Source: an optimization exercise on an open RTL-to-GDS flow (aim: small area). Production flows keep margins and buffers that such runs may drop. No activity file was given, so power comes from the tool's default toggle rates.

==> 11-21: inputs <==
==> flow/design.v <==
`default_nettype none
package sampler_pkg;
    localparam int N_CH            = 16;   
    localparam int WINDOW          = 64;   
    localparam int SYNC_STAGES_DEF = 2;    
    typedef logic [N_CH-1:0] ch_bits_t;
    typedef logic [WINDOW-1:0] window_t;
    typedef window_t [N_CH-1:0] frame_t;
    typedef struct packed {
        logic   ready;   
        frame_t frame;   
    } capture_t;
endpackage
`default_nettype wire
`timescale 1ns/10ps
`default_nettype none
module pulse_sync (
    input  logic clk_500,
    input  logic rst,
    input  logic rst_n,     
    input  logic pulse_n,   
    output logic det_n      
);
    logic s0_q;    
    logic s1_nq;   
    logic s2_q;    
    logic s3_nq;   
    logic s4_q;    
    always_ff @(posedge clk_500) begin
        s0_q  <= ~(rst | pulse_n);
        s1_nq <= ~(rst_n & s0_q);
        s2_q  <= ~(rst | s1_nq);
        s3_nq <= ~(rst_n & s2_q);
        s4_q  <= ~(rst | s3_nq);
    end
    assign det_n = s3_nq | s4_q;
endmodule
`default_nettype wire
`timescale 1ns/10ps
`default_nettype none
module window_shifter (
    input  logic                  clk_500,
    input  logic                  rst,
    input  sampler_pkg::ch_bits_t det_n,    
    output logic [sampler_pkg::N_CH*sampler_pkg::WINDOW-1:0] window_n,   
    output logic [7:1]            lo_q,     
    output logic [8:1]            hi_q      
);
    localparam int W = sampler_pkg::WINDOW;
    logic [sampler_pkg::N_CH*W-1:0] hist_nq;   
    always_ff @(posedge clk_500) begin
        for (int c = 0; c < sampler_pkg::N_CH; c++) begin
            hist_nq[c*W +: W] <= {det_n[c], hist_nq[c*W+1 +: W-1]};
        end
    end
    assign window_n = hist_nq;
    always_ff @(posedge clk_500) begin
        if (rst) begin
            lo_q <= '0;
            hi_q <= '0;
        end else begin
            lo_q <= lo_q[7] ? 7'd0 : {lo_q[6:1], 1'b1};
            hi_q <= hi_q | ({hi_q[7:1], 1'b1} & {8{lo_q[7]}});
        end
    end
endmodule
`default_nettype wire
`timescale 1ns/10ps
`default_nettype none
module event_capture (
    input  logic                  clk_500,
    input  logic                  rst,
    input  logic [7:1]            lo_q,          
    input  logic [8:1]            hi_q,
    input  logic                  trig,          
    input  logic                  event_saved,   
    output logic                  ready,         
    output logic [sampler_pkg::WINDOW-1:0] take_n   
);
    localparam int W = sampler_pkg::WINDOW;
    logic       reading_q;   
    logic       waiting_q;   
    logic [8:0] ready_q;     
    logic [8:1] hi_d;        
    assign hi_d = hi_q | ({hi_q[7:1], 1'b1} & {8{lo_q[7]}});
    always_ff @(posedge clk_500) begin
        if (rst) begin
            reading_q <= 1'b0;
            waiting_q <= 1'b0;
            ready_q   <= '0;
        end else begin
            reading_q <= trig & ~reading_q & ~waiting_q;
            waiting_q <= reading_q | (waiting_q & ~event_saved);
            ready_q   <= {hi_d, 1'b1} & {9{reading_q}};
        end
    end
    logic [9:0] hi_r;    
    logic [7:0] lo_ge;   
    assign hi_r  = {1'b0, ready_q};
    assign lo_ge = {lo_q, 1'b1};
    for (genvar b = 0; b < W; b++) begin : g_take
        localparam int K = W - b;   
        assign take_n[b] = ~(hi_r[K/8+1] | (hi_r[K/8] & lo_ge[K%8]));
    end
    assign ready = ready_q[0];
endmodule
`default_nettype wire
`timescale 1ns/10ps
`default_nettype none
module sampler_top (
    input  logic                  clk_500,
    input  logic                  rst,
    input  sampler_pkg::ch_bits_t ch_n,          
    input  logic                  trig,          
    input  logic                  event_saved,   
    output sampler_pkg::capture_t evt            
);
    sampler_pkg::ch_bits_t det_n;   
    logic [sampler_pkg::N_CH*sampler_pkg::WINDOW-1:0] window_n;   
    logic [7:1] lo_q;               
    logic [8:1] hi_q;               
    logic       ready;              
    logic [sampler_pkg::WINDOW-1:0] take_n;   
    for (genvar c = 0; c < sampler_pkg::N_CH; c++) begin : g_sync
        pulse_sync i_pulse_sync (
            .clk_500 (clk_500),
            .rst     (rst),
            .rst_n   (~rst),
            .pulse_n (ch_n[c]),
            .det_n   (det_n[c])
        );
    end
    window_shifter i_window_shifter (
        .clk_500  (clk_500),
        .rst      (rst),
        .det_n    (det_n),
        .window_n (window_n),
        .lo_q     (lo_q),
        .hi_q     (hi_q)
    );
    event_capture i_event_capture (
        .clk_500     (clk_500),
        .rst         (rst),
        .lo_q        (lo_q),
        .hi_q        (hi_q),
        .trig        (trig),
        .event_saved (event_saved),
        .ready       (ready),
        .take_n      (take_n)
    );
    logic [sampler_pkg::N_CH*sampler_pkg::WINDOW-1:0] frame;
    for (genvar c = 0; c < sampler_pkg::N_CH; c++) begin : g_out
        assign frame[c*sampler_pkg::WINDOW +: sampler_pkg::WINDOW] =
            ~(window_n[c*sampler_pkg::WINDOW +: sampler_pkg::WINDOW] | take_n);
    end
    assign evt = {ready, frame};
endmodule
`default_nettype wire
==> flow/flow/run.sh <==
#!/bin/bash
# Standard ORFS layout with two changes: the port buffers are the smallest
# buffer (buf_1) instead of the delay buffer buffer_ports picks by default,
# and CTS inserts no dummy loads. Each ORFS step logs to orfs/logs/; make's
# own output goes to standard.log.
set -uo pipefail
export BUFFER_PORTS_ARGS="-buffer_cell sky130_fd_sc_hd__buf_1"
export PLACE_PINS_ARGS="-min_distance 1 -min_distance_in_tracks"
export CTS_ARGS="-sink_clustering_enable -repair_clock_nets -dont_use_dummy_load -buf_list {sky130_fd_sc_hd__clkbuf_8} -sink_clustering_size 18 -sink_clustering_max_diameter 40"
bash standard.sh > standard.log 2>&1
==> flow/standard.sh <==
#!/bin/bash
# synth_recipe.tcl (not shown) runs the flow's synth.tcl, then flattens the netlist and writes it again
# the make line also repeats each setting of config.mk as NAME=value (left out here)
make -C /OpenROAD-flow-scripts/flow DESIGN_CONFIG=/design/flow/config.mk WORK_HOME=/design/flow/orfs CLKGATE_MAP_FILE= SYNTH_SCRIPT=/design/flow/synth_recipe.tcl "${@:-finish}"
==> flow/config.mk <==
export PLATFORM = sky130hd
export DESIGN_NAME = sampler_top
export DESIGN_NICKNAME = sampler_top
export VERILOG_FILES = /design/flow/design.v
export SDC_FILE = /design/flow/constraint.sdc
export NUM_CORES = 4
export LEC_CHECK = 0
export ABC_AREA = 1
export ABC_CLOCK_PERIOD_IN_PS = 100000
export CAP_MARGIN = 20
export CORE_AREA = 2 2 214 214
export DIE_AREA = 0 0 216 216
export SETUP_SLACK_MARGIN = 0.05
export SLEW_MARGIN = 20
export SYNTH_HIERARCHICAL = 1
==> flow/constraint.sdc <==
create_clock -name core_clock -period 3.0 [get_ports {clk_500}]
set_input_delay 0.6000 -clock core_clock [delete_from_list [all_inputs] [get_ports {clk_500}]]
set_output_delay 0.6000 -clock core_clock [all_outputs]
set_load 0.01 [all_outputs]
==> inputs of 03-14, as changes to 11-21 <==
--- a/flow/design.v
+++ b/flow/design.v
@@ -17,23 +17,22 @@
 module pulse_sync (
     input  logic clk_500,
     input  logic rst,
-    input  logic rst_n,     
     input  logic pulse_n,   
     output logic det_n      
 );
     logic s0_q;    
     logic s1_nq;   
     logic s2_q;    
-    logic s3_nq;   
-    logic s4_q;    
+    logic s3_q;    
+    logic s4_nq;   
     always_ff @(posedge clk_500) begin
         s0_q  <= ~(rst | pulse_n);
-        s1_nq <= ~(rst_n & s0_q);
+        s1_nq <= ~(~rst & s0_q);
         s2_q  <= ~(rst | s1_nq);
-        s3_nq <= ~(rst_n & s2_q);
-        s4_q  <= ~(rst | s3_nq);
+        s3_q  <= ~rst & s2_q;
+        s4_nq <= ~(~rst & s3_q);
     end
-    assign det_n = s3_nq | s4_q;
+    assign det_n = ~(s3_q & s4_nq);
 endmodule
 `default_nettype wire
 `timescale 1ns/10ps
@@ -78,31 +77,29 @@
     output logic [sampler_pkg::WINDOW-1:0] take_n   
 );
     localparam int W = sampler_pkg::WINDOW;
-    logic       reading_q;   
-    logic       waiting_q;   
-    logic [8:0] ready_q;     
-    logic [8:1] hi_d;        
-    assign hi_d = hi_q | ({hi_q[7:1], 1'b1} & {8{lo_q[7]}});
+    logic reading_q;   
+    logic waiting_q;   
+    logic ready_q;     
     always_ff @(posedge clk_500) begin
         if (rst) begin
             reading_q <= 1'b0;
             waiting_q <= 1'b0;
-            ready_q   <= '0;
+            ready_q   <= 1'b0;
         end else begin
             reading_q <= trig & ~reading_q & ~waiting_q;
             waiting_q <= reading_q | (waiting_q & ~event_saved);
-            ready_q   <= {hi_d, 1'b1} & {9{reading_q}};
+            ready_q   <= reading_q;
         end
     end
     logic [9:0] hi_r;    
     logic [7:0] lo_ge;   
-    assign hi_r  = {1'b0, ready_q};
+    assign hi_r  = {1'b0, {9{ready_q}} & {hi_q, 1'b1}};
     assign lo_ge = {lo_q, 1'b1};
     for (genvar b = 0; b < W; b++) begin : g_take
         localparam int K = W - b;   
         assign take_n[b] = ~(hi_r[K/8+1] | (hi_r[K/8] & lo_ge[K%8]));
     end
-    assign ready = ready_q[0];
+    assign ready = ready_q;
 endmodule
 `default_nettype wire
 `timescale 1ns/10ps
@@ -125,7 +122,6 @@
         pulse_sync i_pulse_sync (
             .clk_500 (clk_500),
             .rst     (rst),
-            .rst_n   (~rst),
             .pulse_n (ch_n[c]),
             .det_n   (det_n[c])
         );
==> flow/flow/run.sh (replaced) <==
#!/bin/bash
# Standard ORFS layout with two changes: the port buffers are the smallest
# buffer (buf_1) instead of the delay buffer buffer_ports picks by default,
# and CTS inserts no dummy loads. Each ORFS step logs to orfs/logs/; make's
# own output goes to standard.log.
set -uo pipefail
export BUFFER_PORTS_ARGS="-buffer_cell sky130_fd_sc_hd__buf_1"
export CTS_ARGS="-sink_clustering_enable -repair_clock_nets -dont_use_dummy_load -buf_list {sky130_fd_sc_hd__clkbuf_8}"
bash standard.sh > standard.log 2>&1
==> flow/config.mk (replaced) <==
export PLATFORM = sky130hd
export DESIGN_NAME = sampler_top
export DESIGN_NICKNAME = sampler_top
export VERILOG_FILES = /design/flow/design.v
export SDC_FILE = /design/flow/constraint.sdc
export NUM_CORES = 4
export LEC_CHECK = 0
export ABC_AREA = 1
export CAP_MARGIN = 20
export CORE_AREA = 2 2 658 88
export DIE_AREA = 0 0 660 90
export SETUP_SLACK_MARGIN = 0.15
export SLEW_MARGIN = 20
export SYNTH_HIERARCHICAL = 1
==> inputs of 05-12, as changes to 11-21 <==
==> flow/design.v (replaced) <==
`default_nettype none
package sampler_pkg;
    localparam int N_CH            = 16;   
    localparam int WINDOW          = 64;   
    localparam int SYNC_STAGES_DEF = 2;    
    typedef logic [N_CH-1:0] ch_bits_t;
    typedef logic [WINDOW-1:0] window_t;
    typedef window_t [N_CH-1:0] frame_t;
    typedef struct packed {
        logic   ready;   
        frame_t frame;   
    } capture_t;
endpackage
`default_nettype wire
`timescale 1ns/10ps
`default_nettype none
module pulse_sync (
    input  logic clk_500,
    input  logic rst,
    input  logic pulse_n,   
    output logic det        
);
    logic [4:0] sync_q;   
    always_ff @(posedge clk_500) begin
        if (rst) begin
            sync_q <= '0;
        end else begin
            sync_q <= {sync_q[3:0], ~pulse_n};
        end
    end
    assign det = sync_q[3] & ~sync_q[4];
endmodule
`default_nettype wire
`timescale 1ns/10ps
`default_nettype none
module window_shifter (
    input  logic                  clk_500,
    input  logic                  rst,
    input  sampler_pkg::ch_bits_t det,      
    output logic [sampler_pkg::N_CH*sampler_pkg::WINDOW-1:0] window,   
    output logic [sampler_pkg::WINDOW-1:0] valid   
);
    localparam int W = sampler_pkg::WINDOW;
    logic [sampler_pkg::N_CH*W-1:0] hist_q;   
    always_ff @(posedge clk_500) begin
        for (int c = 0; c < sampler_pkg::N_CH; c++) begin
            hist_q[c*W +: W] <= {~det[c], hist_q[c*W+1 +: W-1]};
        end
    end
    assign window = ~hist_q;
    always_ff @(posedge clk_500) begin
        if (rst) begin
            valid <= '0;
        end else begin
            valid <= {1'b1, valid[W-1:1]};
        end
    end
endmodule
`default_nettype wire
`timescale 1ns/10ps
`default_nettype none
module event_capture (
    input  logic                  clk_500,
    input  logic                  rst,
    input  logic [sampler_pkg::N_CH*sampler_pkg::WINDOW-1:0] window,   
    input  logic [sampler_pkg::WINDOW-1:0] valid,   
    input  logic                  trig,          
    input  logic                  event_saved,   
    output sampler_pkg::capture_t evt            
);
    localparam int W = sampler_pkg::WINDOW;
    logic reading_q;   
    logic waiting_q;   
    logic ready_q;     
    always_ff @(posedge clk_500) begin
        if (rst) begin
            reading_q <= 1'b0;
            waiting_q <= 1'b0;
            ready_q   <= 1'b0;
        end else begin
            reading_q <= trig & ~reading_q & ~waiting_q;
            waiting_q <= reading_q | (waiting_q & ~event_saved);
            ready_q   <= reading_q;
        end
    end
    logic [W-1:0] take;   
    assign take = {W{ready_q}} & valid;
    logic [sampler_pkg::N_CH*W-1:0] frame;
    for (genvar c = 0; c < sampler_pkg::N_CH; c++) begin : g_out
        assign frame[c*W +: W] = window[c*W +: W] & take;
    end
    assign evt = {ready_q, frame};
endmodule
`default_nettype wire
`timescale 1ns/10ps
`default_nettype none
module sampler_top (
    input  logic                  clk_500,
    input  logic                  rst,
    input  sampler_pkg::ch_bits_t ch_n,          
    input  logic                  trig,          
    input  logic                  event_saved,   
    output sampler_pkg::capture_t evt            
);
    sampler_pkg::ch_bits_t det;      
    logic [sampler_pkg::N_CH*sampler_pkg::WINDOW-1:0] window;   
    logic [sampler_pkg::WINDOW-1:0] valid;   
    for (genvar c = 0; c < sampler_pkg::N_CH; c++) begin : g_sync
        pulse_sync i_pulse_sync (
            .clk_500 (clk_500),
            .rst     (rst),
            .pulse_n (ch_n[c]),
            .det     (det[c])
        );
    end
    window_shifter i_window_shifter (
        .clk_500 (clk_500),
        .rst     (rst),
        .det     (det),
        .window  (window),
        .valid   (valid)
    );
    event_capture i_event_capture (
        .clk_500     (clk_500),
        .rst         (rst),
        .window      (window),
        .valid       (valid),
        .trig        (trig),
        .event_saved (event_saved),
        .evt         (evt)
    );
endmodule
`default_nettype wire
==> flow/flow/run.sh (replaced) <==
#!/bin/bash
# Standard ORFS layout with two changes: the port buffers are the smallest
# buffer (buf_1) instead of the delay buffer buffer_ports picks by default,
# and CTS inserts no dummy loads. Each ORFS step logs to orfs/logs/; make's
# own output goes to standard.log.
set -uo pipefail
export BUFFER_PORTS_ARGS="-buffer_cell sky130_fd_sc_hd__buf_1"
export CTS_ARGS="-sink_clustering_enable -repair_clock_nets -dont_use_dummy_load -buf_list {sky130_fd_sc_hd__clkbuf_8}"
bash standard.sh > standard.log 2>&1
==> flow/config.mk (replaced) <==
export PLATFORM = sky130hd
export DESIGN_NAME = sampler_top
export DESIGN_NICKNAME = sampler_top
export VERILOG_FILES = /design/flow/design.v
export SDC_FILE = /design/flow/constraint.sdc
export NUM_CORES = 4
export LEC_CHECK = 0
export ABC_AREA = 1
export CAP_MARGIN = 20
export CORE_AREA = 2 2 658 88
export DIE_AREA = 0 0 660 90
export SETUP_SLACK_MARGIN = 0.15
export SLEW_MARGIN = 20
==> summary of the runs <==
11-21 completed without violations. 05-12 produced a clean layout. 03-14 finished but fails on negative setup slack.
Area after synthesis: 03-14 > 11-21 > 05-12.
Wire length: 03-14 is larger than 05-12 (1.1%).
In 11-21 the register-to-register slack is better than in 03-14, by 0.05 ns.
In 03-14 the clock power is lower than in 05-12, by 3.0%.
Clock skew, highest first: 03-14, 11-21, 05-12.
==> figures <==
| metric | 05-12 | 03-14 | 11-21 |
|---|---|---|---|
| Outcome | finished clean | finished with violations | finished clean |
| Layout check failures | - | negative setup slack | - |
| Worst reg2reg setup slack | 2.01 ns | 1.99 ns | 2.04 ns |
| Total power consumption of the routed design | 24.3 mW | 23.4 mW | 22.7 mW |
| End point of the critical path | evt[140] | evt[549] | evt[150] |
| DP Worst Slack | 0.595 ns | 0.602 ns | 0.638 ns |
| Met3 WL | 5.06 mm | 6.52 mm | 11.4 mm |
| Final non-filler cell total | 4520 | 4535 | 4215 |
| GRT met3 Usage | 6.19% | 7.82% | 17.7% |
| Placement Cell Area | 33700 um^2 | 33100 um^2 | 33000 um^2 |
| Pin count of the biggest net entering global routing | 64 | 32 | 33 |
| Worst path bufs/invs | 3 | 6 | 2 |
No run of this note included a check of the RTL's function; only the layout flow was run.

## static timing again, ports no longer ideal
The results above use ideal ports. As a check the final layouts listed here were re-extracted and re-timed, cells and wires unchanged.
Step 1, drivers: a clkbuf_16 drives clk_500 and a buf_2 each remaining input, both assumed.
Step 2, shift: input delay + t, output delay - t, t = (earliest + latest rising clock arrival at the registers) / 2. This alone moves slack from input paths to output paths.
a / b / c = ideal ports / drivers / drivers and shift; a / b = the first two.
run	t, ns	slack for setup (ns)	worst setup path after step 2	latest minus earliest clock arrival (ns)	pins driven straight from the clock port
11-21	0.710	0.146 / 0.087 / 0.797	register to output	0.104 / 0.104	1
03-14	0.778	-0.011 / -0.075 / 0.703	register to output	0.079 / 0.079	1
05-12	0.765	0.191 / 0.124 / 0.889	register to output	0.071 / 0.072	1
